What follows belongs to an exercise in optimizing a design on an open flow for small area; a production flow would make more cautious choices.
Power is estimated from default activity; no workload was simulated.

==> inputs of v16 <==
==> flow/design.v <==
package du_pkg;
    localparam int NB_PC        = 32;
    localparam int NB_REG       = 32;
    localparam int NB_REG_ADDR  = 5;
    localparam int NB_UART_DATA = 8;
    typedef enum logic [7:0] {
        CMD_DUMP = 8'h44
    } du_cmd_e;
    typedef struct packed {
        logic                   en;
        logic [NB_REG_ADDR-1:0] addr;
        logic [NB_REG-1:0]      data;
    } rf_wr_t;
    typedef struct packed {
        logic                    start;
        logic [NB_UART_DATA-1:0] data;
    } tx_req_t;
endpackage
import du_pkg::*;
module uart_rx #(
    parameter int CLKS_PER_BIT = 16
) (
    input  logic                            clk,
    input  logic                            i_rst,
    input  logic                            i_rx,
    output logic                            o_byte_valid,
    output logic [du_pkg::NB_UART_DATA-1:0] o_byte
);
    localparam int CNT_W = $clog2(CLKS_PER_BIT);
    localparam logic [CNT_W-1:0] HALF_BIT = CNT_W'(CLKS_PER_BIT / 2 - 1);
    localparam logic [CNT_W-1:0] FULL_BIT = CNT_W'(CLKS_PER_BIT - 1);
    typedef enum logic [1:0] {
        IDLE,
        START,
        DATA,
        STOP
    } state_e;
    state_e                  state;
    logic [CNT_W-1:0]        clk_cnt;
    logic [2:0]              bit_idx;
    logic [NB_UART_DATA-1:0] shift_reg;
    always_ff @(posedge clk) begin
        if (i_rst) begin
            state        <= IDLE;
            clk_cnt      <= '0;
            bit_idx      <= '0;
            o_byte_valid <= 1'b0;
        end else begin
            o_byte_valid <= 1'b0;
            clk_cnt      <= clk_cnt + 1'b1;
            case (state)
                IDLE: begin
                    clk_cnt <= '0;
                    if (!i_rx) begin
                        state <= START;
                    end
                end
                START: begin
                    if (clk_cnt == HALF_BIT) begin
                        clk_cnt <= '0;
                        bit_idx <= '0;
                        state   <= i_rx ? IDLE : DATA;
                    end
                end
                DATA: begin
                    if (clk_cnt == FULL_BIT) begin
                        clk_cnt <= '0;
                        bit_idx <= bit_idx + 1'b1;
                        if (bit_idx == 3'd7) begin
                            state <= STOP;
                        end
                    end
                end
                STOP: begin
                    if (clk_cnt == FULL_BIT) begin
                        o_byte_valid <= i_rx;
                        state        <= IDLE;
                    end
                end
                default: state <= IDLE;
            endcase
        end
    end
    always_ff @(posedge clk) begin
        if (state == DATA && clk_cnt == FULL_BIT) begin
            shift_reg <= {i_rx, shift_reg[NB_UART_DATA-1:1]};
        end
    end
    assign o_byte = shift_reg;
endmodule
import du_pkg::*;
module du_cmd_decoder (
    input  logic            clk,
    input  logic            i_rst,
    input  logic            i_byte_valid,
    input  du_pkg::du_cmd_e i_byte,
    input  logic            i_busy,
    output logic            o_dump_start
);
    logic dump_hit;
    logic start_guard;
    assign start_guard = o_dump_start;
    assign dump_hit    = i_byte_valid && (i_byte == CMD_DUMP);
    always_ff @(posedge clk) begin
        if (i_rst) begin
            o_dump_start <= 1'b0;
        end else begin
            o_dump_start <= dump_hit && !i_busy && !start_guard;
        end
    end
endmodule
import du_pkg::*;
module cpu_regfile (
    input  logic                           clk,
    input  logic                           i_rst,
    input  du_pkg::rf_wr_t                 i_wr,
    output logic [du_pkg::NB_REG_ADDR-1:0] o_tap_idx,
    output logic [du_pkg::NB_REG-1:0]      o_tap,
    output logic [du_pkg::NB_REG-1:0]      o_pend_data
);
    localparam int N_POS = 31;
    logic [NB_REG-1:0]      ring [N_POS];
    logic [4:0]             ph;
    logic [4:0]             ph_next;
    logic [5:0]             sum;
    logic [4:0]             tgt;
    logic                   wr_ok;
    logic [N_POS-1:0]       sel_q;
    logic [NB_REG-1:0]      bus_q;
    logic [NB_REG-1:0]      bus_n_q;
    always_ff @(posedge clk) begin
        if (i_rst) begin
            ph <= '0;
        end else begin
            ph <= ph_next;
        end
    end
    assign ph_next = (ph == 5'd30) ? 5'd0 : ph + 5'd1;
    assign sum     = {1'b0, i_wr.addr} + {1'b0, ph_next};
    assign tgt   = (sum >= 6'd31) ? 5'(sum + 6'd1) : sum[4:0];
    assign wr_ok = i_wr.en && (i_wr.addr != '0);
    always_ff @(posedge clk) begin
        for (int p = 0; p < N_POS; p++) begin
            sel_q[p] <= i_rst || (wr_ok && (tgt == 5'(p)));
        end
        bus_q   <= i_rst ? '0 : i_wr.data;
    end
    always_ff @(posedge clk) begin
        ring[0] <= sel_q[0] ? bus_q : ring[N_POS-1];
        for (int p = 1; p < N_POS; p++) begin
            if (p % 2 == 1) begin
                ring[p] <= ~(sel_q[p] ? bus_q : ring[p-1]);
            end else begin
                ring[p] <= ~(sel_q[p] ? ~bus_q : ring[p-1]);
            end
        end
    end
    assign o_tap       = ring[N_POS-1];
    assign o_tap_idx   = ~ph;
    assign o_pend_data = bus_q;
endmodule
import du_pkg::*;
module du_regfile_tx #(
    parameter int NB_PC = du_pkg::NB_PC
) (
    input  logic                           clk,
    input  logic                           i_rst,
    input  logic                           i_start,
    input  logic [NB_PC-1:0]               i_pc,
    input  logic [du_pkg::NB_REG_ADDR-1:0] i_tap_idx,
    input  logic [du_pkg::NB_REG-1:0]      i_tap,
    input  logic [du_pkg::NB_REG-1:0]      i_pend_data,
    input  du_pkg::rf_wr_t                 i_wr,
    input  logic                           i_tx_done,
    output du_pkg::tx_req_t                o_tx_req,
    output logic                           o_busy,
    output logic                           o_done
);
    localparam int NB_COUNTER     = 3;
    localparam int BYTES_PER_WORD = NB_REG / NB_UART_DATA;
    localparam logic [NB_COUNTER-1:0] LAST_COUNT = NB_COUNTER'(BYTES_PER_WORD);
    typedef enum logic [1:0] {
        IDLE,
        SEND_PC,
        READ_REG,
        SEND_REG
    } state_e;
    state_e                 state;
    state_e                 state_next;
    logic [NB_REG-1:0]      data_reg;
    logic [NB_REG_ADDR-1:0] addr_reg;
    logic [NB_REG_ADDR-1:0] addr_next;
    logic [NB_COUNTER-1:0]  count_reg;
    logic [NB_COUNTER-1:0]  count_next;
    logic [NB_REG-1:0]      word;
    always_ff @(posedge clk) begin
        if (i_rst) begin
            state     <= IDLE;
            addr_reg  <= '0;
            count_reg <= '0;
        end else begin
            state     <= state_next;
            addr_reg  <= addr_next;
            count_reg <= count_next;
        end
    end
    logic track;
    logic pend_hit;
    assign track = ((state == SEND_PC || state == SEND_REG) && (count_reg == LAST_COUNT)) ||
                   (state == READ_REG);
    always_ff @(posedge clk) begin
        pend_hit <= i_wr.en && (i_wr.addr == addr_reg);
    end
    always_ff @(posedge clk) begin
        if (track && pend_hit) begin
            data_reg <= i_pend_data;
        end else if (track && (i_tap_idx == addr_reg)) begin
            data_reg <= i_tap;
        end
    end
    assign word = (state == SEND_PC) ? NB_REG'(i_pc) :
                  (addr_reg == 5'd1) ? '0 : data_reg;
    always_comb begin
        state_next = state;
        addr_next  = addr_reg;
        count_next = count_reg;
        o_tx_req   = '0;
        o_done     = 1'b0;
        case (state)
            IDLE: begin
                if (i_start) begin
                    state_next = SEND_PC;
                end
            end
            SEND_PC, SEND_REG: begin
                if (count_reg == LAST_COUNT) begin
                    if (i_tx_done) begin
                        count_next = '0;
                        if (state == SEND_REG && addr_reg == '0) begin
                            state_next = IDLE;
                            o_done     = 1'b1;
                        end else begin
                            state_next = READ_REG;
                        end
                    end
                end else if (count_reg == '0 || i_tx_done) begin
                    o_tx_req.start = 1'b1;
                    o_tx_req.data  = word[count_reg * NB_UART_DATA +: NB_UART_DATA];
                    count_next     = count_reg + 1'b1;
                end
            end
            READ_REG: begin
                addr_next  = addr_reg + 1'b1;
                state_next = SEND_REG;
            end
            default: state_next = IDLE;
        endcase
    end
    assign o_busy = (state != IDLE) && !o_done;
endmodule
import du_pkg::*;
module uart_tx #(
    parameter int CLKS_PER_BIT = 16
) (
    input  logic            clk,
    input  logic            i_rst,
    input  du_pkg::tx_req_t i_req,
    output logic            o_tx,
    output logic            o_tx_done
);
    localparam int CNT_W = $clog2(CLKS_PER_BIT);
    localparam logic [CNT_W-1:0] FULL_BIT = CNT_W'(CLKS_PER_BIT - 1);
    localparam logic [CNT_W-1:0] STOP_END = CNT_W'(CLKS_PER_BIT - 2);
    typedef enum logic [1:0] {
        IDLE,
        START,
        DATA,
        STOP
    } state_e;
    state_e                  state;
    logic [CNT_W-1:0]        clk_cnt;
    logic [2:0]              bit_idx;
    logic [NB_UART_DATA-1:0] shift_reg;
    always_ff @(posedge clk) begin
        if (i_rst) begin
            state     <= IDLE;
            clk_cnt   <= '0;
            bit_idx   <= '0;
            o_tx      <= 1'b1;
            o_tx_done <= 1'b0;
        end else begin
            o_tx_done <= 1'b0;
            clk_cnt   <= clk_cnt + 1'b1;
            case (state)
                IDLE: begin
                    clk_cnt <= '0;
                    if (i_req.start) begin
                        o_tx  <= 1'b0;
                        state <= START;
                    end
                end
                START: begin
                    if (clk_cnt == FULL_BIT) begin
                        clk_cnt <= '0;
                        bit_idx <= '0;
                        o_tx    <= shift_reg[0];
                        state   <= DATA;
                    end
                end
                DATA: begin
                    if (clk_cnt == FULL_BIT) begin
                        clk_cnt <= '0;
                        bit_idx <= bit_idx + 1'b1;
                        if (bit_idx == 3'd7) begin
                            o_tx  <= 1'b1;
                            state <= STOP;
                        end else begin
                            o_tx <= shift_reg[1];
                        end
                    end
                end
                STOP: begin
                    if (clk_cnt == STOP_END) begin
                        o_tx_done <= 1'b1;
                        state     <= IDLE;
                    end
                end
                default: state <= IDLE;
            endcase
        end
    end
    always_ff @(posedge clk) begin
        if (state == IDLE && i_req.start) begin
            shift_reg <= i_req.data;
        end else if (state == DATA && clk_cnt == FULL_BIT) begin
            shift_reg <= shift_reg >> 1;
        end
    end
endmodule
import du_pkg::*;
module du_dump_top #(
    parameter int CLKS_PER_BIT = 16
) (
    input  logic                     clk,
    input  logic                     i_rst,
    input  logic                     i_rx,
    output logic                     o_tx,
    input  logic [du_pkg::NB_PC-1:0] i_pc,
    input  logic                     i_rf_wr_en,
    input  logic [du_pkg::NB_REG_ADDR-1:0] i_rf_wr_addr,
    input  logic [du_pkg::NB_REG-1:0]      i_rf_wr_data,
    output logic                     o_busy,
    output logic                     o_dump_done
);
    logic                    rx_valid;
    logic [NB_UART_DATA-1:0] rx_byte;
    logic                    dump_start;
    logic [NB_REG_ADDR-1:0]  rf_tap_idx;
    logic [NB_REG-1:0]       rf_tap;
    logic [NB_REG-1:0]       rf_pend_data;
    du_pkg::tx_req_t                 tx_req;
    du_pkg::rf_wr_t                  rf_wr;
    logic                    tx_done;
    assign rf_wr = {i_rf_wr_en, i_rf_wr_addr, i_rf_wr_data};
    uart_rx #(
        .CLKS_PER_BIT (CLKS_PER_BIT)
    ) i_uart_rx (
        .clk          (clk),
        .i_rst        (i_rst),
        .i_rx         (i_rx),
        .o_byte_valid (rx_valid),
        .o_byte       (rx_byte)
    );
    du_cmd_decoder i_du_cmd_decoder (
        .clk          (clk),
        .i_rst        (i_rst),
        .i_byte_valid (rx_valid),
        .i_byte       (du_pkg::du_cmd_e'(rx_byte)),
        .i_busy       (o_busy),
        .o_dump_start (dump_start)
    );
    cpu_regfile i_cpu_regfile (
        .clk     (clk),
        .i_rst   (i_rst),
        .i_wr    (rf_wr),
        .o_tap_idx (rf_tap_idx),
        .o_tap     (rf_tap),
        .o_pend_data (rf_pend_data)
    );
    du_regfile_tx #(
        .NB_PC (NB_PC)
    ) i_du_regfile_tx (
        .clk             (clk),
        .i_rst           (i_rst),
        .i_start         (dump_start),
        .i_pc            (i_pc),
        .i_tap_idx       (rf_tap_idx),
        .i_tap           (rf_tap),
        .i_pend_data     (rf_pend_data),
        .i_wr            (rf_wr),
        .i_tx_done       (tx_done),
        .o_tx_req        (tx_req),
        .o_busy          (o_busy),
        .o_done          (o_dump_done)
    );
    uart_tx #(
        .CLKS_PER_BIT (CLKS_PER_BIT)
    ) i_uart_tx (
        .clk       (clk),
        .i_rst     (i_rst),
        .i_req     (tx_req),
        .o_tx      (o_tx),
        .o_tx_done (tx_done)
    );
endmodule
==> flow/run.sh <==
#!/bin/bash
# synth_recipe.tcl (not shown) runs the flow's synth.tcl, then flattens the netlist and writes it again
# the make line also repeats each setting of config.mk as NAME=value (left out here)
make -C /OpenROAD-flow-scripts/flow DESIGN_CONFIG=/design/flow/config.mk WORK_HOME=/design/flow/orfs CLKGATE_MAP_FILE= SYNTH_SCRIPT=/design/flow/synth_recipe.tcl finish
==> flow/config.mk <==
export PLATFORM = sky130hd
export DESIGN_NAME = du_dump_top
export DESIGN_NICKNAME = du_dump_top
export VERILOG_FILES = /design/flow/design.v
export SDC_FILE = /design/flow/constraint.sdc
export NUM_CORES = 4
export LEC_CHECK = 0
export CAP_MARGIN = 20
export CORE_MARGIN = 2
export CORE_UTILIZATION = 40
export CTS_BUF_LIST = sky130_fd_sc_hd__clkbuf_8
export CTS_CLUSTER_SIZE = 30
export PLACE_DENSITY = 0.6
export SLEW_MARGIN = 20
==> flow/constraint.sdc <==
create_clock -name core_clock -period 6.0 [get_ports {clk}]
set_input_delay 1.2000 -clock core_clock [delete_from_list [all_inputs] [get_ports {clk}]]
set_output_delay 1.2000 -clock core_clock [all_outputs]
set_load 0.01 [all_outputs]
==> v35 (differences from v16) <==
--- a/flow/design.v
+++ b/flow/design.v
@@ -115,48 +115,21 @@
     input  logic                           i_rst,
     input  du_pkg::rf_wr_t                 i_wr,
-    output logic [du_pkg::NB_REG_ADDR-1:0] o_tap_idx,
-    output logic [du_pkg::NB_REG-1:0]      o_tap,
-    output logic [du_pkg::NB_REG-1:0]      o_pend_data
+    input  logic [du_pkg::NB_REG_ADDR-1:0] i_raddr,
+    output logic [du_pkg::NB_REG-1:0]      o_rdata
 );
-    localparam int N_POS = 31;
-    logic [NB_REG-1:0]      ring [N_POS];
-    logic [4:0]             ph;
-    logic [4:0]             ph_next;
-    logic [5:0]             sum;
-    logic [4:0]             tgt;
-    logic                   wr_ok;
-    logic [N_POS-1:0]       sel_q;
-    logic [NB_REG-1:0]      bus_q;
-    logic [NB_REG-1:0]      bus_n_q;
-    always_ff @(posedge clk) begin
-        if (i_rst) begin
-            ph <= '0;
-        end else begin
-            ph <= ph_next;
-        end
-    end
-    assign ph_next = (ph == 5'd30) ? 5'd0 : ph + 5'd1;
-    assign sum     = {1'b0, i_wr.addr} + {1'b0, ph_next};
-    assign tgt   = (sum >= 6'd31) ? 5'(sum + 6'd1) : sum[4:0];
+    localparam int N_REGS = 2 ** NB_REG_ADDR;
+    logic [NB_REG-1:0] regs [N_REGS];
+    logic              wr_ok;
     assign wr_ok = i_wr.en && (i_wr.addr != '0);
     always_ff @(posedge clk) begin
-        for (int p = 0; p < N_POS; p++) begin
-            sel_q[p] <= i_rst || (wr_ok && (tgt == 5'(p)));
-        end
-        bus_q   <= i_rst ? '0 : i_wr.data;
-    end
-    always_ff @(posedge clk) begin
-        ring[0] <= sel_q[0] ? bus_q : ring[N_POS-1];
-        for (int p = 1; p < N_POS; p++) begin
-            if (p % 2 == 1) begin
-                ring[p] <= ~(sel_q[p] ? bus_q : ring[p-1]);
-            end else begin
-                ring[p] <= ~(sel_q[p] ? ~bus_q : ring[p-1]);
+        if (i_rst) begin
+            for (int i = 0; i < N_REGS; i++) begin
+                regs[i] <= '0;
             end
+        end else if (wr_ok) begin
+            regs[i_wr.addr] <= i_wr.data;
         end
     end
-    assign o_tap       = ring[N_POS-1];
-    assign o_tap_idx   = ~ph;
-    assign o_pend_data = bus_q;
+    assign o_rdata = regs[i_raddr];
 endmodule
 import du_pkg::*;
@@ -168,9 +141,7 @@
     input  logic                           i_start,
     input  logic [NB_PC-1:0]               i_pc,
-    input  logic [du_pkg::NB_REG_ADDR-1:0] i_tap_idx,
-    input  logic [du_pkg::NB_REG-1:0]      i_tap,
-    input  logic [du_pkg::NB_REG-1:0]      i_pend_data,
-    input  du_pkg::rf_wr_t                 i_wr,
+    input  logic [du_pkg::NB_REG-1:0]      i_regfile_data,
     input  logic                           i_tx_done,
+    output logic [du_pkg::NB_REG_ADDR-1:0] o_regfile_raddr,
     output du_pkg::tx_req_t                o_tx_req,
     output logic                           o_busy,
@@ -189,4 +160,5 @@
     state_e                 state_next;
     logic [NB_REG-1:0]      data_reg;
+    logic [NB_REG-1:0]      data_next;
     logic [NB_REG_ADDR-1:0] addr_reg;
     logic [NB_REG_ADDR-1:0] addr_next;
@@ -205,22 +177,11 @@
         end
     end
-    logic track;
-    logic pend_hit;
-    assign track = ((state == SEND_PC || state == SEND_REG) && (count_reg == LAST_COUNT)) ||
-                   (state == READ_REG);
     always_ff @(posedge clk) begin
-        pend_hit <= i_wr.en && (i_wr.addr == addr_reg);
-    end
-    always_ff @(posedge clk) begin
-        if (track && pend_hit) begin
-            data_reg <= i_pend_data;
-        end else if (track && (i_tap_idx == addr_reg)) begin
-            data_reg <= i_tap;
-        end
+        data_reg <= data_next;
     end
-    assign word = (state == SEND_PC) ? NB_REG'(i_pc) :
-                  (addr_reg == 5'd1) ? '0 : data_reg;
+    assign word = (state == SEND_PC) ? NB_REG'(i_pc) : data_reg;
     always_comb begin
         state_next = state;
+        data_next  = data_reg;
         addr_next  = addr_reg;
         count_next = count_reg;
@@ -251,4 +212,5 @@
             end
             READ_REG: begin
+                data_next  = i_regfile_data;
                 addr_next  = addr_reg + 1'b1;
                 state_next = SEND_REG;
@@ -257,4 +219,5 @@
         endcase
     end
+    assign o_regfile_raddr = addr_reg;
     assign o_busy = (state != IDLE) && !o_done;
 endmodule
@@ -356,7 +319,6 @@
     logic [NB_UART_DATA-1:0] rx_byte;
     logic                    dump_start;
-    logic [NB_REG_ADDR-1:0]  rf_tap_idx;
-    logic [NB_REG-1:0]       rf_tap;
-    logic [NB_REG-1:0]       rf_pend_data;
+    logic [NB_REG_ADDR-1:0]  rf_raddr;
+    logic [NB_REG-1:0]       rf_rdata;
     du_pkg::tx_req_t                 tx_req;
     du_pkg::rf_wr_t                  rf_wr;
@@ -384,7 +346,6 @@
         .i_rst   (i_rst),
         .i_wr    (rf_wr),
-        .o_tap_idx (rf_tap_idx),
-        .o_tap     (rf_tap),
-        .o_pend_data (rf_pend_data)
+        .i_raddr (rf_raddr),
+        .o_rdata (rf_rdata)
     );
     du_regfile_tx #(
@@ -395,9 +356,7 @@
         .i_start         (dump_start),
         .i_pc            (i_pc),
-        .i_tap_idx       (rf_tap_idx),
-        .i_tap           (rf_tap),
-        .i_pend_data     (rf_pend_data),
-        .i_wr            (rf_wr),
+        .i_regfile_data  (rf_rdata),
         .i_tx_done       (tx_done),
+        .o_regfile_raddr (rf_raddr),
         .o_tx_req        (tx_req),
         .o_busy          (o_busy),
- CTS_BUF_LIST: sky130_fd_sc_hd__clkbuf_8 -> not set
- CTS_CLUSTER_SIZE: 30 -> not set
==> v30 (differences from v16) <==
- CORE_UTILIZATION: 40 -> 60
- CTS_BUF_LIST: sky130_fd_sc_hd__clkbuf_8 -> sky130_fd_sc_hd__clkbuf_4
- CTS_CLUSTER_SIZE: 30 -> 20
- PLACE_DENSITY: 0.6 -> 0.7
==> notes <==
The highest total power belongs to v35, the lowest to v30. Against v30, the sequential power of v16 is smaller by about 0.5%. Combinational power: v16 is higher than v30 (about 5%). Synthesized area: v16 is smaller than v35 (24%). Critical path depth is the same in v16 and v30. Of v16 and v35, v35 has the higher final cell count (gap about 13%, measured against v35). Against v30, the global-route usage of v16 is lower by 8.5 points.
==> figures <==
| quantity | v16 | v35 | v30 |
|---|---|---|---|
| Run status | timing/DRC/antenna clean | timing/DRC/antenna clean | timing/DRC/antenna clean |
| Number of buffers added by the clock tree synthesis step | 173 | 117 | 294 |
| Post-synthesis share of cell area spent on and, or, nand and nor gates | 0.0285 | 0.144 | 0.0285 |
| Clock network fraction of total power | 0.386 | 0.429 | 0.371 |
| Share of the synthesized area in the top cell type | 0.582 | 0.649 | 0.582 |
| Gp weighted congestion | 0.803 | 0.911 | 0.866 |
| Netlist cell types | 72 | 54 | 72 |
| Peak supply drop | 210 uV | 265 uV | 264 uV |
| Area fraction in compound gates after synthesis | 0.0259 | 0.0388 | 0.0259 |
| Proportion of synthesized chip area in sequential cells | 0.620 | 0.662 | 0.620 |
| Pwr per Cell Area | 392 mW/mm2 | 309 mW/mm2 | 389 mW/mm2 |
| Final standard cell utilization of the core | 0.460 | 0.451 | 0.681 |
| Psw | 4210 uW | 3840 uW | 4060 uW |
| Die Height | 311 um | 356 um | 254 um |
| Primary flip-flop cell chosen by synthesis mapping | dfxtp_1 | edfxtp_1 | dfxtp_1 |
| Maximum clock skew at final layout | 43.5 ps | 24.2 ps | 82.8 ps |
No run of this note included a check of the RTL's function; only the layout flow was run.

[static timing again, ports no longer ideal]
Ports are ideal in the flow. The routed layouts listed here were re-timed in OpenROAD. Step 1, drivers: a clkbuf_16 drives clk and a buf_2 each remaining input, both assumed. Step 2 adds t to the input delays and takes it off the output delays; t is the mean of the earliest and latest rising clock arrival at the registers after step 1. Input paths then give back, and output paths get back, about the clock's delay inside the block. a / b / c = ideal ports / drivers / drivers and shift; a / b = the first two.
| run | t, ns | setup WS [ns] | worst data-port slew with drivers (ns) |
|---|---|---|---|
| v16 | 0.885 | 1.291 / 1.228 / 1.470 | 0.12 |
| v35 | 0.790 | 1.575 / 1.497 / 1.459 | 0.20 |
| v30 | 1.143 | 0.986 / 0.924 / 1.512 | 0.07 |
After both steps every run listed still meets setup and hold. For v35, which loses most, drivers alone change the setup slack by -0.078 ns; drivers and shift together by -0.116 ns.
